What follows belongs to an exercise in optimizing a design on an open flow for small area and a short achievable clock period; a production flow would make more cautious choices.
In this exercise RTL edits were held to simulation tests only and were not proved equivalent to the original.

## flow/design.v (module list and top-level ports; edited modules follow where they fit)
// module iir_biquad_mc: 1873 lines
// module bq_fa: 4 lines
// module bq_ha: 4 lines
module iir_biquad_mc #(
  parameter int W    = 14,
  parameter int FRAC = 11,
  parameter int CH   = 4,
  parameter int CHW  = (CH > 1) ? $clog2(CH) : 1
) (
  input  logic           CLK,
  input  logic           RST,
  input  logic [W-1:0]   DIN,
  input  logic           VIN,
  input  logic [CHW-1:0] CH_IN,
  input  logic [W-1:0]   B0,
  input  logic [W-1:0]   B1,
  input  logic [W-1:0]   B2,
  input  logic [W-1:0]   A1,
  input  logic [W-1:0]   A2,
  input  logic           BYPASS,
  input  logic           CLR,
  input  logic [CHW-1:0] CLR_CH,
  output logic [W-1:0]   DOUT,
  output logic           VOUT,
  output logic [CHW-1:0] CH_OUT,
  output logic           SAT,
  input  logic           SAT_CLR
);
  // ...
==> flow/flow/run.sh <==
#!/bin/bash
# The standard layout (standard.sh: the standard synthesis, floorplan, placement, CTS and
# routing) with two changes to how it is made:
#  - repair_timing is asked for a larger setup slack margin, so that it sizes the critical
#    paths; only the worst path is repaired (no TNS repair) to keep the area down;
#  - the port buffers are buf_2 cells instead of the delay cells buffer_ports picks by default.
# The make output goes to flow_make.log; ORFS writes each step's log under orfs/logs/.
set -euo pipefail
bash standard.sh SETUP_SLACK_MARGIN=15 TNS_END_PERCENT=0 \
  'BUFFER_PORTS_ARGS=-buffer_cell sky130_fd_sc_hd__buf_2' finish > flow_make.log 2>&1
==> flow/standard.sh <==
#!/bin/bash
# synth_recipe.tcl (not shown) runs the flow's synth.tcl, then flattens the netlist and writes it again
# the make line also repeats each setting of config.mk as NAME=value (left out here)
make -C /OpenROAD-flow-scripts/flow DESIGN_CONFIG=/design/flow/config.mk WORK_HOME=/design/flow/orfs CLKGATE_MAP_FILE= SYNTH_SCRIPT=/design/flow/synth_recipe.tcl "${@:-finish}"
==> flow/config.mk <==
export PLATFORM = sky130hd
export DESIGN_NAME = iir_biquad_mc
export DESIGN_NICKNAME = iir_biquad_mc
export VERILOG_FILES = /design/flow/design.v
export SDC_FILE = /design/flow/constraint.sdc
export NUM_CORES = 4
export LEC_CHECK = 0
export ABC_AREA = 1
export CAP_MARGIN = 20
export CORE_MARGIN = 2
export CORE_UTILIZATION = 40
export CTS_BUF_LIST = sky130_fd_sc_hd__clkbuf_8
export SLEW_MARGIN = 20
export SYNTH_HIERARCHICAL = 1
==> flow/constraint.sdc <==
create_clock -name core_clock -period 22.0 [get_ports {CLK}]
set_input_delay 4.4000 -clock core_clock [delete_from_list [all_inputs] [get_ports {CLK}]]
set_output_delay 4.4000 -clock core_clock [all_outputs]
set_load 0.01 [all_outputs]
==> impl_metrics.py, run 1 <==
metrics = {
    "run_status": {
        "status": "no timing/DRC/antenna violations",
    },
    "cts": {
        "htree_levels": 2,
    },
    "timing": {
        "max_freq_mhz": 131,
        "slew_violations": 0,
        "finalCritPeriodShare_pct": 34.7,
        "period_minus_slack_ps": 7630,
    },
    "synthesis": {
        "synthTopCellsByArea": "fa_1, dfxtp_1, xor2_1",
        "postSynthCellCount": 3779,
        "synth_top_family_by_area": "adder cells",
        "synth-edff-count": 0,
        "syn_area_um2": 32500,
    },
    "cells_and_area": {
        "layout_commonest_cell": "xor2_1",
        "syn_to_final_growth_pct": 13.5,
        "instances_no_fill": 4928,
        "register_area_um2": 5810,
    },
    "grt": {
        "grt_max_degree": 72,
        "grt_pass1_wl_mm": 177,
    },
    "placed_design": {
        "io_buffers": 111,
        "hpwl_mm": 87.0,
        "dpl_cell_area_um2": 33800,
    },
    "critical_path": {
        "cp-endpoint": "fbr_q[41]",
        "start_kind": "input port",
        "critPathRequiredTime_ps": 22620,
        "reg2reg_depth": 19,
    },
    "floorplanning": {
        "n_tap_cell": 1060,
        "die_w_um": 289,
        "die-area_um2": 83500,
    },
    "detailed_routing": {
        "drt_iter0_drc": 3183,
        "highest_layer": "met5",
        "totalWireLength_mm": 120,
        "drt-met1-wl_mm": 50.7,
    },
}
==> run 2: changes to the inputs <==
--- a/flow/config.mk
+++ b/flow/config.mk
@@ -8,7 +8,7 @@
 export ABC_AREA = 1
 export CAP_MARGIN = 20
 export CORE_MARGIN = 2
-export CORE_UTILIZATION = 40
+export CORE_UTILIZATION = 60
 export CTS_BUF_LIST = sky130_fd_sc_hd__clkbuf_8
 export SLEW_MARGIN = 20
 export SYNTH_HIERARCHICAL = 1
==> run 2 against run 1 <==
Count of clock-buffer cells in the layout shrank 7. Synthesized cell count is the same. Sequential share of layout area grew 0.18 points. Still clean on timing, DRC and antenna. Via count grew 4.4%.
==> impl_metrics.py, run 2 <==
metrics = {
    "synthesis": {
        "synth.most_common_cell": "xor2_1",
        "synth-async-reset-ratio_pct": 0,
        "syn_avg_cell_area_um2": 8.60,
        "ys_warn_count": 9,
        "syn_area_um2": 32500,
        "synth-edff-count": 0,
        "synthFlopType": "dfxtp_1",
        "synthTopCellsByArea": "fa_1, dfxtp_1, xor2_1",
        "ys_seq_elements": 290,
        "postSynthCellCount": 3779,
        "synth_seq_area_share_pct": 17.9,
        "yosysTopAreaCell": "fa_1",
        "yosys.area.top_type_share_pct": 28.8,
        "synth_common_cells": "xor2_1, fa_1, nand2_1",
        "synth_cell_types": 57,
    },
    "cts": {
        "cts_made_buffers": 52,
        "clock_path_buffers": 3,
        "cts-root-buf": "clkbuf_8",
        "clkSinkCount": 290,
        "cts_hold_buf": 0,
        "clk_latency_ps": 680,
        "cts_tree": "built",
        "htree_levels": 2,
        "cts.reportedPaths.clkPinSlew_ps": 60,
    },
    "detailed_routing": {
        "drt_iter0_drc": 3819,
        "viasPerCell": 6.57,
        "wl_per_cell_um": 26.9,
        "totalWireLength_mm": 123,
        "detail-route-antenna-nets": 0,
        "firstDrtPassIters": 8,
        "drc": 0,
        "via_count": 30100,
    },
    "critical_path": {
        "critPathRequiredTime_ps": 22560,
        "critPathTopFamily": "adder cells",
        "crit_chain": "buf_16 -> clkinvlp_4 -> buf_4 -> nor2_4 -> buf_4 -> buf_4 -> nand2_1 -> o2111ai_1 -> nand2_4 -> o22ai_1 -> xor2_1 -> fa_1 -> fa_1 -> fa_1 -> fa_1",
        "slowest_delay_ps": 510,
        "critPathArrivalTime_ps": 8360,
        "path_class": "input port to register",
        "crit_slowest_cell": "fa_1",
        "critical_path.endpoint_type": "register",
        "critPathBufInv": 5,
        "crit_top_cell": "fa_1",
        "start_kind": "input port",
        "crit_fanout": 14,
    },
    "grt": {
        "grt_pass1_wl_mm": 181,
        "met1_usage_pct": 51.4,
        "grtUsageMet3_pct": 11.3,
        "grt.busiest_layer": "met2",
        "overflow": 0,
        "grt_usage_pct": 43.0,
        "grt_max_degree": 72,
        "antenna_found_initial": 2,
        "met2_usage_pct": 66.9,
        "grt_pass1_vias": 29900,
    },
    "cells_and_area": {
        "final_cell_mix": "xor2_1, fa_1, nand2_1",
        "nets": 4510,
        "syn_to_final_growth_pct": 12.2,
        "top_regs": "fbr_q (82), w1_st (56), w2_st (56)",
        "largest_reg_flops": 82,
        "drive_gt1_share_pct": 14.3,
        "regMostFlops": "fbr_q",
        "layout_commonest_cell": "xor2_1",
    },
    "floorplanning": {
        "ios": 112,
        "fp.dieH_um": 237,
        "die_w_um": 237,
        "core-area_um2": 53700,
        "initial_utilization_pct": 60.5,
        "rows": 85,
        "die-area_um2": 56000,
    },
    "timing": {
        "finalClockSkew_ps": 27.6,
        "fin_setup_tns_ps": 0,
        "relSlewSlack_pct": 34.5,
        "finalCritPeriodShare_pct": 35.5,
        "finalHoldViolations": 0,
        "max_freq_mhz": 128,
        "rsz0062_at_grt": "true",
        "worst_pin_slew_ps": 973,
        "period_minus_slack_ps": 7800,
        "holdWs_ps": 463,
        "setup_viol": 0,
        "slew_violations": 0,
    },
    "placed_design": {
        "hpwl_mm": 87.9,
        "io_buffers": 111,
        "gp_congestion": 1.01,
    },
    "hold_path": {
        "hold_path.class": "register to register",
    },
    "run_status": {
        "status": "no timing/DRC/antenna violations",
    },
    "job": {
        "cap_violations": 0,
    },
}
## run 2: cell counts after synthesis
Identical to the previous run, type by type.
## run 2: final timing paths
kind / slack, ps / cells after the start / start / endpoint
worst min-delay path: 460 / 2 / w2_st[3][0] / w2_st[3][0]
worst min register to register: 460 / 2 / w2_st[3][0] / w2_st[3][0]
worst max-delay path: 14200 / 15 / CH_IN[1] / fbr_q[41]
worst max register to register: 14470 / 33 / fbr_q[57] / ffsh_q[11]
## run 2: per-stage QoR
stage	util (%)	area (um^2)	setup WS (ps)	instances
floorplan	-	32600	13860	3785
global placement	61.9	33200	12700	4363
detailed placement	61.9	33200	12600	4363
CTS	66.3	35600	14390	4537
global route	67.9	36500	14160	4573
finish	67.9	36500	14200	4573
## run 2: cells by family (layout without fill, tap and decap cells)
group / Yosys count / after routing / share of synthesized area [%]
AND/OR/NAND/NOR: 782 / 786 / 9.78
flip-flops: 290 / 290 / 17.9
buffers and inverters: 600 / 687 / 7.10
XOR/XNOR: 514 / 514 / 13.9
other: 1 / 8 / 0.0115
adder cells (fa/ha/maj): 581 / 581 / 33.2
AO/OA/AOI/OAI: 1011 / 1011 / 18.2
## run 2: final cells by class
type	count	area (um^2)
multi-input combinational	2899	25300
clock buffer	63	867
timing repair buffer	256	1960
clock inverter	32	328
fill	4267	17200
sequential	290	5810
tap	696	871
timing repair inverter	2	25.0
antenna	1	2.50
inverter	334	1290
## run 2: worst min-delay path, delay by kind of cell, from the launching register on
kind	cells	cell delay, ps
compound gates	1	60
buf+inv	1	60
flops	1	300
## run 2: repair_timing
item	4_1_cts	5_1_grt
buffers inserted	74	32
cloned	5	3
pin swaps	26	38
gates resized for setup	104	111
setup endpoints to repair	90	77
## run 2: modules after synthesis, one instance, submodules excluded
module         area, um^2  times used  flip-flops and latches
bq_ha                12.5          59                       0
bq_fa                20.0         468                       0
iir_biquad_mc       22400           1                     290
## run 2: layer usage
layer / up-vias / wire length (um)
met5: - / 0
met4: 0 / 11400
met3: 628 / 14100
met2: 2222 / 55000
met1: 14500 / 42500
li1: 12700 / -

## port drivers added, routing unchanged
The results above use ideal ports. As a check the final layouts listed here were re-extracted and re-timed, cells and wires unchanged. Step 1: set_driving_cell puts a clkbuf_16 on CLK and a buf_2 on each other input, an assumption about the parent block. Step 2 adds t to the input delays and takes it off the output delays; t is the mean of the earliest and latest rising clock arrival at the registers after step 1. Input paths then give back, and output paths get back, about the clock's delay inside the block. a / b / c = ideal / step 1 / step 2; a / b = the first two.
| run | shift t [ns] | setup slack, ns | slew at the worst register clock pin (ns) | worst data-port slew with drivers (ns) | cell pins on the clock port's net |
|---|---|---|---|---|---|
| run 1 | 0.774 | 14.368 / 14.370 / 13.596 | 0.07 / 0.07 | 0.09 | 1 |
| run 2 | 0.735 | 14.199 / 14.084 / 13.349 | 0.07 / 0.07 | 0.18 | 1 |
After both steps every run listed still meets setup and hold. For run 2, which loses most, drivers alone change the setup slack by -0.115 ns; drivers and shift together by -0.850 ns.
